This is an optimization exercise on Yosys and OpenROAD, whose aim is small area, a short achievable clock period and few clock cycles per item, not a production implementation.

Design knight_blocked_lattice_path_count, start of the top module:
module knight_blocked_lattice_path_count (
	input  logic               clk,
	input  logic               arst_n,
	input  logic               in_valid,
	output logic               in_stall,
	input  logic [COORD_W-1:0] target_x,
	input  logic [COORD_W-1:0] target_y,
	input  logic [COORD_W-1:0] knight_x,
	input  logic [COORD_W-1:0] knight_y,
	output logic               out_valid,
	input  logic               out_stall,
	output logic [COUNT_W-1:0] path_count
);
Size: ~9200 cells after synthesis, roughly 3100 flip-flops, roughly 85 I/O pins.
Settings: LEC_CHECK=0, CAP_MARGIN=20, CORE_MARGIN=2, CORE_UTILIZATION=40, CTS_CLUSTER_DIAMETER=110, CTS_CLUSTER_SIZE=24, PLACE_DENSITY=0.6, SETUP_SLACK_MARGIN=3.5, SLEW_MARGIN=20; clock period 6.0 ns.
run.sh (not shown) runs the stock make flow with config.mk's settings and CLKGATE_MAP_FILE= SYNTH_SCRIPT=/design/flow/synth_recipe.tcl, a recipe that flattens the netlist after the stock synthesis.
Rerun with:
--- a/flow/design.v
+++ b/flow/design.v
@@ -134,32 +134,30 @@
 	function automatic logic [SIW-1:0] slot_inc(input logic [SIW-1:0] v);
 		slot_inc = (v == SIW'(NSLOT - 1)) ? '0 : v + SIW'(1);
 	endfunction
 	logic       a_v, p_v, b_v;
 	logic       a_take, p_take, b_take;
 	logic [4:0] a_tx, a_ty, a_kx, a_ky;
 	logic       a_sw;
-	logic stall_q, stall_i;
+	logic stall_q;
 	assign in_stall = stall_q;
-	assign a_take   = in_valid && !stall_i;
+	assign a_take   = in_valid && !in_stall;
 	assign p_take   = a_v && (!p_v || b_take);
 	logic a_v_n, p_v_n;
 	assign a_v_n = a_take || (a_v && !p_take);
 	assign p_v_n = p_take || (p_v && !b_take);
 	always_ff @(posedge clk or negedge arst_n) begin
 		if (!arst_n) begin
 			a_v     <= 1'b0;
 			p_v     <= 1'b0;
 			stall_q <= 1'b0;
-			stall_i <= 1'b0;
 		end else begin
 			a_v     <= a_v_n;
 			p_v     <= p_v_n;
 			stall_q <= a_v_n && p_v_n;
-			stall_i <= (a_v_n && p_take) || (a_v_n && p_v && !b_take);
 		end
 	end
 	always_ff @(posedge clk) begin
 		if (a_take) begin
 			a_sw <= target_x > target_y;
 			a_tx <= target_x;
 			a_ty <= target_y;
@@ -478,30 +476,29 @@
 			logic [HI-LO:0] q;
 			always_ff @(posedge clk) begin
 				if (en && (ci == SIW'(s))) q <= res[HI:LO];
 			end
 			assign slot[s][HI:LO] = q;
 		end
 	end
-	logic               ov_q, ov_i, hand;
-	logic [SIW-1:0]     rslot_n;
+	logic               ov_q, hand;
+	logic [SIW-1:0]     rslot_n, rslot_i;
 	logic [COUNT_W-1:0] out_q;
-	assign hand    = ov_i && !out_stall;
-	assign rslot_n = hand ? slot_inc(rslot) : rslot;
+	assign hand    = ov_q && !out_stall;
+	assign rslot_i = slot_inc(rslot);
+	assign rslot_n = hand ? rslot_i : rslot;
 	always_ff @(posedge clk or negedge arst_n) begin
 		if (!arst_n) begin
 			ov_q <= 1'b0;
-			ov_i <= 1'b0;
 		end else begin
-			ov_q <= (sst[rslot_n] == S_VAL);
-			ov_i <= hand ? (sst[slot_inc(rslot)] == S_VAL) : (sst[rslot] == S_VAL);
+			ov_q <= hand ? (sst[rslot_i] == S_VAL) : (sst[rslot] == S_VAL);
 		end
 	end
 	always_ff @(posedge clk) begin
-		out_q <= slot[rslot_n];
+		out_q <= hand ? slot[rslot_i] : slot[rslot];
 	end
 	assign out_valid  = ov_q;
 	assign path_count = out_q;
 endmodule
 import klpc_pkg::*;
 module knight_blocked_lattice_path_count (
 	input  logic               clk,
- The new run finished clean
- worst setup slack degrades by 14 ps
- final area goes up slightly
- wire length goes up by a few percent
- non-clock buffer count goes up by 14
- final cell count goes up slightly
- core utilization goes up by 0.12 points
- synthesized cell count goes up slightly
- die area is about the same
- hold slack improves by 6.3 ps
Function was not checked in any run of this note: the RTL went through the layout flow alone.

* * *

Setup of P:
knight_blocked_lattice_path_count, a different RTL version from the one above (not shown whole).
For scale: about 12000 cells after synthesis, about 2500 flip-flops, ~85 I/O pins, ~120000 µm² of cells after synthesis.
## knight_blocked_lattice_path_count
module knight_blocked_lattice_path_count (
	input  logic               clk,
	input  logic               arst_n,
	input  logic               in_valid,
	output logic               in_stall,
	input  logic [COORD_W-1:0] target_x,
	input  logic [COORD_W-1:0] target_y,
	input  logic [COORD_W-1:0] knight_x,
	input  logic [COORD_W-1:0] knight_y,
	output logic               out_valid,
	input  logic               out_stall,
	output logic [COUNT_W-1:0] path_count
);
clock: 6.0 ns
lec_check: 0
cap_margin: 20
core_margin: 2
core_utilization: 40
place_density: 0.6
setup_slack_margin: 3.6
slew_margin: 20
The inputs of Q differ from those of P as listed below.
--- a/flow/design.v
+++ b/flow/design.v
@@ -3,13 +3,13 @@
 	localparam int COORD_W   = 5;
 	localparam int COUNT_W   = 59;
 	localparam int NDIG = 8;
 	localparam int KD0  = 4;
 	localparam int KD   = 8;
 	localparam int TD_W = 12;
-	localparam int NSLOT = 3;
+	localparam int NSLOT = 4;
 endpackage
 import klpc_pkg::*;
 module klpc_cell #(
 	parameter int Y  = 0,
 	parameter int W  = 1,
 	parameter int WN = 1
@@ -264,14 +264,12 @@
 	logic             inq, qpass, seek, hc0, kill;
 	logic [5:0]       hc, kc;
 	logic [4:0]       kn;
 	logic [5:0]       npend;
 	logic             npz, npo;
 	logic [5:0]       npend_p1, npend_m1;
-	assign npend_p1 = npend + 6'd1;
-	assign npend_m1 = npend - 6'd1;
 	logic             pass_q;
 	logic [NSLOT-1:0][3:0] tmr;
 	logic xf, xl, in_q, cur_pass, recirc, pass_ev, cap0, head, lastiss, oload;
 	for (genvar i = 0; i < NSLOT; i++) begin : g_free
 		assign sfree[i] = (sst[i] == S_FREE);
 	end
@@ -331,14 +329,16 @@
 			seek    <= 1'b0;
 			hc      <= 6'd0;
 			hc0     <= 1'b1;
 			kc      <= 6'd0;
 			kn      <= 5'd0;
 			kill    <= 1'b0;
-			npend   <= 6'd0;
-			npz     <= 1'b1;
+			npend    <= 6'd0;
+			npend_p1 <= 6'd1;
+			npend_m1 <= 6'h3f;
+			npz      <= 1'b1;
 			npo     <= 1'b0;
 			pass_q  <= 1'b0;
 			enter_q <= 1'b0;
 			islot   <= NSLOT'(1);
 			tmr     <= '0;
 			tmr_ok  <= '1;
@@ -350,19 +350,23 @@
 			hc      <= hc_n;
 			hc0     <= hc0_n;
 			kc      <= kc_n;
 			kn      <= kn_n;
 			kill    <= kill_n;
 			if (lastiss && !pass_ev) begin
-				npend <= npend_p1;
-				npz   <= 1'b0;
-				npo   <= npz;
+				npend    <= npend_p1;
+				npend_p1 <= npend_p1 + 6'd1;
+				npend_m1 <= npend;
+				npz      <= 1'b0;
+				npo      <= npz;
 			end else if (!lastiss && pass_ev) begin
-				npend <= npend_m1;
-				npz   <= npo;
-				npo   <= (npend == 6'd2);
+				npend    <= npend_m1;
+				npend_p1 <= npend;
+				npend_m1 <= npend_m1 - 6'd1;
+				npz      <= npo;
+				npo      <= (npend == 6'd2);
 			end
 			pass_q  <= n_head && n_free;
 			enter_q <= !ring_n && n_first && !(n_head && n_free);
 			for (int i = 0; i < NSLOT; i++) begin
 				if (lastiss && islot[i]) begin
 					tmr[i]    <= 4'(SP);
Findings:
- Q finished every stage and its layout cleared the timing, DRC and antenna checks.
- The run showing the smaller synthesized instance count is Q.
- Cmp P and Q / clock-buffer cell count / higher: Q
- From P to Q the numbers moved as follows: routing usage on met3 shows no meaningful change; global placer's final weighted congestion shows an increase of 0.54%; horizontal extent of the die shows an increase of about 0.6%; fraction of area in clock buffers and inverters shows an increase of 0.27 points.
Function was not checked in any run of this note: the RTL went through the layout flow alone.

-- re-timing with driven ports --
The results above use ideal ports. As a check the final layouts listed here were re-extracted and re-timed, cells and wires unchanged.
Step 1 sets driving cells, clkbuf_16 on the clock port and buf_2 on the other inputs (assumed; they add their load-dependent delay and slew).
Step 2 also shifts input and output timing later by t, the mid clock arrival at the registers, as if the neighbouring blocks saw the same clock.
Slacks: ideal ports / drivers / drivers and shift; pairs: ideal ports / drivers.
| run | t (ns) | setup slack, ns | worst setup path after step 2 | worst data-port slew with drivers (ns) |
|---|---|---|---|---|
| the first run of note 1 | 0.918 | 3.415 / 3.324 / 2.632 | input to register | 0.09 |
| the second run of note 1 | 0.919 | 3.401 / 3.308 / 2.672 | input to register | 0.07 |
| P | 0.901 | 3.274 / 3.274 / 2.914 | input to register | 0.12 |
| Q | 0.936 | 3.318 / 3.232 / 2.944 | input to register | 0.10 |
After both steps every run listed still meets setup and hold. For the first run of note 1, which loses most, drivers alone change the setup slack by -0.091 ns; drivers and shift together by -0.783 ns.
